This is an optimization exercise on Yosys and OpenROAD, whose aim is small area, a short achievable clock period and few clock cycles per item, not a production implementation. Where RTL was checked, it was by simulation tests only, not by an equivalence proof against the original.

## decimal_digit_square_root
module decimal_digit_square_root (
	input  wire logic                    clk,
	input  wire logic                    arst_n,
	input  wire logic                    start,
	output logic                         busy,
	input  wire logic signed [dds_pkg::RAD_W-1:0] radicand,
	output logic                         done,
	output logic [dds_pkg::ROOT_W-1:0]   root,
	output logic                         negative_input
);
export LEC_CHECK = 0
export CAP_MARGIN = 20
export CORE_MARGIN = 2
export CORE_UTILIZATION = 40
export PLACE_DENSITY = 0.6
export SLEW_MARGIN = 20
create_clock -name core_clock -period 10.0 [get_ports {clk}]
run.sh (not shown) runs the stock make flow with config.mk's settings and CLKGATE_MAP_FILE= SYNTH_SCRIPT=/design/flow/synth_recipe.tcl, a recipe that flattens the netlist after the stock synthesis.
Edit:
- ABC_CLOCK_PERIOD_IN_PS: default -> 3000
- SETUP_SLACK_MARGIN: default -> 5
Result:
- The changed run completed with no timing, DRC or antenna violations
- hold slack barely changes
- setup slack improves by 0.16 ns
- core utilization stays flat
- first-iteration DRC count climbs by 2.1%
- global-route usage is unchanged
- fmax grows by 3.3%
Function was not checked in any run of this note: the RTL went through the layout flow alone.

Setup of zinc:
Another version of the RTL of decimal_digit_square_root (not shown whole).
For scale: about 990 cells after synthesis, about 100 I/O pins, roughly 0.0093 sq mm of cells after synthesis.
// decimal_digit_square_root
module decimal_digit_square_root (
	input  wire logic                    clk,
	input  wire logic                    arst_n,
	input  wire logic                    start,
	output logic                         busy,
	input  wire logic signed [dds_pkg::RAD_W-1:0] radicand,
	output logic                         done,
	output logic [dds_pkg::ROOT_W-1:0]   root,
	output logic                         negative_input
);
==> flow/config.mk <==
export PLATFORM = sky130hd
export DESIGN_NAME = decimal_digit_square_root
export DESIGN_NICKNAME = decimal_digit_square_root
export VERILOG_FILES = /design/flow/design.v
export SDC_FILE = /design/flow/constraint.sdc
export NUM_CORES = 4
export LEC_CHECK = 0
export CAP_MARGIN = 20
export CORE_MARGIN = 2
export CORE_UTILIZATION = 55
export CTS_BUF_LIST = sky130_fd_sc_hd__clkbuf_4 sky130_fd_sc_hd__clkbuf_8
export PLACE_DENSITY = 0.75
export SLEW_MARGIN = 20
==> flow/constraint.sdc <==
create_clock -name core_clock -period 10.0 [get_ports {clk}]
set_input_delay 2.0000 -clock core_clock [delete_from_list [all_inputs] [get_ports {clk}]]
set_output_delay 2.0000 -clock core_clock [all_outputs]
set_load 0.01 [all_outputs]
standard.sh (not shown) runs the stock make flow with config.mk's settings and CLKGATE_MAP_FILE= SYNTH_SCRIPT=/design/flow/synth_recipe.tcl, a recipe that flattens the netlist after the stock synthesis.
==> flow/flow/run.sh <==
#!/bin/bash
set -euo pipefail
bash standard.sh finish SETUP_SLACK_MARGIN=6.5 \
	"BUFFER_PORTS_ARGS=-buffer_cell sky130_fd_sc_hd__buf_1" > standard.log 2>&1
What indigo does differently from zinc at the input level:
Settings: swapping 55 for 40 in CORE_UTILIZATION; swapping 0.75 for 0.6 in PLACE_DENSITY.
-- flow/flow/run.sh --
<<< zinc, line 3
bash standard.sh finish SETUP_SLACK_MARGIN=6.5 \
>>> indigo, line 3
bash standard.sh finish SETUP_SLACK_MARGIN=6.8 \
Summary of indigo over zinc: synthesized instance count shows no meaningful change.
Vertical extent of the die was higher in the run labelled indigo.
Going from zinc to indigo, fraction of standard cell area in multi-input logic shrinks by 1.7 points.
On clock buffer instance count of the final layout, the higher figure sits with zinc, not indigo.
On fraction of the cycle the final worst path needs, the higher figure sits with zinc, not indigo.
zinc vs indigo, leading cell type in the layout, fill and taps excluded: dfxtp_1 vs buf_1
All-layer global routing usage, zinc and indigo, higher one = zinc.
Changes in harbor relative to indigo:
-- flow/flow/run.sh --
<<< indigo, line 3
bash standard.sh finish SETUP_SLACK_MARGIN=6.8 \
>>> harbor, line 3
bash standard.sh finish SETUP_SLACK_MARGIN=6.2 \
### Flow results
Compared with indigo, the detailed router inserted fewer vias in harbor.
Compared with indigo, harbor shows post-route clock period utilization higher by 3.6 points.
Measured against each other, harbor and indigo differ in met2 wirelength from detailed routing, the lower figure coming from harbor.
Modified inputs, nickel compared to harbor
-- flow/flow/run.sh --
<<< harbor, line 3
bash standard.sh finish SETUP_SLACK_MARGIN=6.2 \
>>> nickel, line 3
bash standard.sh finish SETUP_SLACK_MARGIN=6.0 \
### Flow results
- harbor -> nickel: share of cell area taken by flip-flops and latches flat
- Taking harbor as the reference, in nickel global routing usage on met3 held, worst setup slack saw a decrease, minimum clock period has increased.
No run of this note included a check of the RTL's function; only the layout flow was run.

== run A ==
The RTL this note starts from:
==> flow/design.v <==
`default_nettype none
package dds_pkg;
	localparam int unsigned RAD_W  = 64;
	localparam int unsigned ROOT_W = 32;
endpackage
`default_nettype wire
`default_nettype none
module dds_square (
	input  wire logic [30:0] rem,     
	input  wire logic [29:0] q,       
	input  wire logic [3:0]  bits,    
	output logic      [1:0]  digit,
	output logic      [30:0] rem_n    
);
	logic [35:0] r4;
	logic [35:0] a3;
	logic [35:0] b3;
	logic [35:0] s3;
	logic [35:0] c3;
	logic [35:0] p1, p2, p3;    
	logic [35:0] k1, k2, k3;    
	logic        n1, n2, n3;    
	logic [30:0] pm;
	logic [30:0] km;
	assign r4 = {1'b0, rem, bits};
	dds_pfx_add #(36) u1 (.a(r4), .b(~{3'b000, q, 3'b001}), .cin(1'b1), .p(p1), .c(k1));
	dds_pfx_add #(36) u2 (.a(r4), .b(~{2'b00, q, 4'b0100}), .cin(1'b1), .p(p2), .c(k2));
	assign a3 = ~{2'b00, q, 4'b1000};
	assign b3 = ~{3'b000, q, 3'b001};
	assign s3 = r4 ^ a3 ^ b3;
	assign c3 = {(r4[34:0] & a3[34:0]) | (r4[34:0] & b3[34:0]) | (a3[34:0] & b3[34:0]), 1'b1};
	dds_pfx_add #(36) u3 (.a(s3), .b(c3), .cin(1'b1), .p(p3), .c(k3));
	assign n1 = p1[35] ^ k1[35];
	assign n2 = p2[35] ^ k2[35];
	assign n3 = p3[35] ^ k3[35];
	always_comb begin
		if (!n3) begin
			digit = 2'd3;
			pm    = p3[30:0];
			km    = k3[30:0];
		end else if (!n2) begin
			digit = 2'd2;
			pm    = p2[30:0];
			km    = k2[30:0];
		end else if (!n1) begin
			digit = 2'd1;
			pm    = p1[30:0];
			km    = k1[30:0];
		end else begin
			digit = 2'd0;
			pm    = r4[30:0];
			km    = '0;
		end
	end
	assign rem_n = pm ^ km;
endmodule
`default_nettype wire
`default_nettype none
module dds_pfx_add #(
	parameter int W = 36
) (
	input  wire logic [W-1:0] a,
	input  wire logic [W-1:0] b,
	input  wire logic         cin,
	output logic      [W-1:0] p,
	output logic      [W-1:0] c
);
	localparam int N = W + 1;
	logic [N-1:0] gg;
	logic [N-1:0] pp;
	always_comb begin
		gg = {a & b, cin};
		pp = {a ^ b, 1'b0};
		for (int l = 0; (1 << l) < N; l++) begin
			for (int i = (2 << l) - 1; i < N; i += (2 << l)) begin
				gg[i] = gg[i] | (pp[i] & gg[i - (1 << l)]);
				pp[i] = pp[i] & pp[i - (1 << l)];
			end
		end
		for (int l = 5; l >= 0; l--) begin
			for (int i = 3 * (1 << l) - 1; i < N; i += (2 << l)) begin
				gg[i] = gg[i] | (pp[i] & gg[i - (1 << l)]);
				pp[i] = pp[i] & pp[i - (1 << l)];
			end
		end
	end
	assign p = a ^ b;
	assign c = gg[W-1:0];
endmodule
`default_nettype wire
`default_nettype none
module decimal_digit_square_root (
	input  wire logic                    clk,
	input  wire logic                    arst_n,
	input  wire logic                    start,
	output logic                         busy,
	input  wire logic signed [dds_pkg::RAD_W-1:0] radicand,
	output logic                         done,
	output logic [dds_pkg::ROOT_W-1:0]   root,
	output logic                         negative_input
);
	logic        busy_q;
	logic        done_q;
	logic        neg_q;
	logic [59:0] x_q;       
	logic [30:0] rem_q;     
	logic [31:0] q_q;       
	logic [3:0]  cnt_q;     
	logic        hz;
	logic [1:0]  d_hi;
	logic [1:0]  r_hi;
	logic [1:0]  d_lo;
	logic [2:0]  r_lo;
	logic [1:0]  digit;
	logic [30:0] rem_n;
	assign hz = (radicand[63:32] == 32'd0);
	always_comb begin
		if (radicand[62])            d_hi = 2'd2;
		else if (radicand[61:60] != 2'd0) d_hi = 2'd1;
		else                         d_hi = 2'd0;
		if (radicand[31:28] >= 4'd9)      d_lo = 2'd3;
		else if (radicand[31:28] >= 4'd4) d_lo = 2'd2;
		else if (radicand[31:28] >= 4'd1) d_lo = 2'd1;
		else                              d_lo = 2'd0;
	end
	assign r_hi = 2'({1'b0, radicand[62:60]} - 4'(d_hi * d_hi));
	assign r_lo = 3'(radicand[31:28] - 4'(d_lo * d_lo));
	dds_square u_step (
		.rem   (rem_q),
		.q     (q_q[29:0]),
		.bits  (x_q[59:56]),
		.digit (digit),
		.rem_n (rem_n)
	);
	always_ff @(posedge clk or negedge arst_n) begin
		if (!arst_n) begin
			busy_q <= 1'b0;
			done_q <= 1'b0;
		end else begin
			done_q <= 1'b0;
			if (!busy_q) begin
				if (start) begin
					if (radicand[63]) begin
						done_q <= 1'b1;
					end else begin
						busy_q <= 1'b1;
					end
				end
			end else if (cnt_q == 4'd0) begin
				busy_q <= 1'b0;
				done_q <= 1'b1;
			end
		end
	end
	always_ff @(posedge clk) begin
		if (!busy_q) begin
			x_q[59:32] <= hz ? radicand[27:0] : radicand[59:32];
			x_q[31:0]  <= radicand[31:0];
			neg_q      <= radicand[63];
			rem_q      <= {28'd0, hz ? r_lo : {1'b0, r_hi}};
			q_q        <= {30'd0, radicand[63] ? 2'd0 : (hz ? d_lo : d_hi)};
			cnt_q      <= hz ? 4'd6 : 4'd14;
		end else begin
			x_q[59:4]  <= x_q[55:0];
			x_q[3:0]   <= radicand[3:0];
			rem_q      <= rem_n;
			q_q        <= {q_q[29:0], digit};
			cnt_q      <= cnt_q - 4'd1;
		end
	end
	assign busy           = busy_q;
	assign done           = done_q;
	assign root           = q_q;
	assign negative_input = neg_q;
endmodule
`default_nettype wire
export LEC_CHECK = 0
export CAP_MARGIN = 20
export CORE_MARGIN = 2
export CORE_UTILIZATION = 30
export CTS_BUF_LIST = sky130_fd_sc_hd__clkbuf_4 sky130_fd_sc_hd__clkbuf_8
export PLACE_DENSITY = 0.6
export SLEW_MARGIN = 20
create_clock -name core_clock -period 10.0 [get_ports {clk}]
==> flow/flow/run.sh <==
#!/bin/bash
set -euo pipefail
bash standard.sh finish SETUP_SLACK_MARGIN=6.5 \
	"BUFFER_PORTS_ARGS=-buffer_cell sky130_fd_sc_hd__buf_1" > standard.log 2>&1
Testbench counts of run A, summed over its fixed seeds: cycles 31,206, roots 2,400.
Input-level comparison between run B and run A:
Settings: CORE_UTILIZATION changed from 30 to 40; TNS_END_PERCENT newly set to 5.
[summary]
- What run B reported for first-pass GRT wire length has to be multiplied by 1.06 to get the figure for run A.
- Relative to run A, final setup slack of the worst path increased by 5.5 ps in run B.
- Clock edge transition at the registers on the reported setup and hold paths across run B and run A: no real change.
- The maximum clock frequency was comparable across run B and run A.
- Diff run A -> run B | routed wire length | decrease of 2.8%
- [run B] x dimension of the die fell 13% relative to run A
- Total of plain and repair buffers excluding clock buffers of run B falls short of that of run A slightly.
- | final instance count without filler cells | higher: run A |
- Run B ends up with a layout cell share with drive strength beyond 1 that is 0.79 points higher than in run A.
## Diff of input files: run C against run B
Settings: TNS_END_PERCENT removed (was 5).
==> flow/flow/run.sh <==
#!/bin/bash
set -euo pipefail
bash standard.sh finish SETUP_SLACK_MARGIN=6.8 \
	"BUFFER_PORTS_ARGS=-buffer_cell sky130_fd_sc_hd__buf_1" > standard.log 2>&1
==> run summary <==
- Setup slack sits higher in run C than in run B.
- Summary of run C over run B: first-pass GRT wire length picked up an extra about 6%, post-route met1 wirelength went up, met3 track demand over resource in global routing shows an increase of 0.34 points.
- First-iteration DRC count ended up 3.6% lower on run C than on run B.
- Compared with run B, run C instantiates a larger number of standard cells.
Inputs modified between run C and run D:
==> flow/flow/run.sh <==
#!/bin/bash
set -euo pipefail
bash standard.sh synth floorplan > standard_floorplan.log 2>&1
bash standard.sh finish SETUP_SLACK_MARGIN=6.5 \
	"BUFFER_PORTS_ARGS=-buffer_cell sky130_fd_sc_hd__buf_1" > standard.log 2>&1
### Flow results
Side by side, design area turned out lower in run D than in run C.
Standard cell core area: run D vs run C identical
Between run D and run C, tightest slew margin relative to the limit is higher for run D, run C comes in under that.
The maximum clock frequency of run D is lower than that of run C.
Re first-pass GRT wire length: run C was higher than run D.
Sequential standard cell area of run D falls short of that of run C slightly.
Maximum level of the CTS H-tree came out exactly the same in run D and run C.
Of run D and run C, the run reporting the higher multi-input combinational area share was run D.
Across run D and run C, none had a timing, DRC or antenna violation.
Diff run C -> run D | count of non-filler cells in the finished layout | down slightly
diff inputs: run D => run E
Settings: TNS_END_PERCENT newly set to 30.
==> flow/flow/run.sh <==
#!/bin/bash
set -euo pipefail
bash standard.sh finish SETUP_SLACK_MARGIN=6.5 \
	"BUFFER_PORTS_ARGS=-buffer_cell sky130_fd_sc_hd__buf_1" > standard.log 2>&1
Comparing run D against run E, there is no change at all in final clock period utilization by the worst path.
Compared with run D, in run E area of all placed cells without fillers stayed essentially flat; setup slack shows no meaningful change; shortest period the worst path allows flat; largest fanout on the critical path saw little to no change.
Status: cell count parity (run E, run D)

-- re-timing with driven ports --
How much do the figures lean on ideal ports? The routed layouts below were timed once more, with nothing changed but the port constraints. Step 1 (the two cells are an assumption about what drives the block):
set clk [get_ports {clk}]
set_driving_cell -lib_cell sky130_fd_sc_hd__clkbuf_16 $clk
set_driving_cell -lib_cell sky130_fd_sc_hd__buf_2 [delete_from_list [all_inputs] $clk]
Step 2, shift: input delay + t, output delay - t, t = (earliest + latest rising clock arrival at the registers) / 2. This alone moves slack from input paths to output paths. Three values: no drivers, after step 1, after step 2; two values: the first two.
run	t (ns)	setup WS [ns]	clock arrival spread, ns	cell pins on the clock port's net
the first run of note 1	0.484	5.032 / 5.032 / 5.032	0.013 / 0.013	1
the second run of note 1	0.484	5.189 / 5.189 / 5.189	0.014 / 0.014	1
zinc	0.493	6.543 / 6.543 / 6.067	0.014 / 0.014	1
indigo	0.497	6.682 / 6.682 / 6.397	0.019 / 0.018	1
harbor	0.506	6.318 / 6.318 / 5.962	0.016 / 0.016	1
nickel	0.507	6.195 / 6.195 / 6.022	0.014 / 0.014	1
run A	0.492	6.593 / 6.593 / 6.211	0.020 / 0.020	1
run B	0.504	6.598 / 6.609 / 6.112	0.013 / 0.013	1
run C	0.512	6.695 / 6.695 / 6.356	0.016 / 0.017	1
run D	0.507	6.613 / 6.613 / 6.149	0.012 / 0.012	1
run E	0.507	6.613 / 6.613 / 6.149	0.012 / 0.012	1
After both steps every run listed still meets setup and hold. The setup slack of run B, which loses most, moves by +0.011 ns with the drivers and by -0.486 ns with both steps.
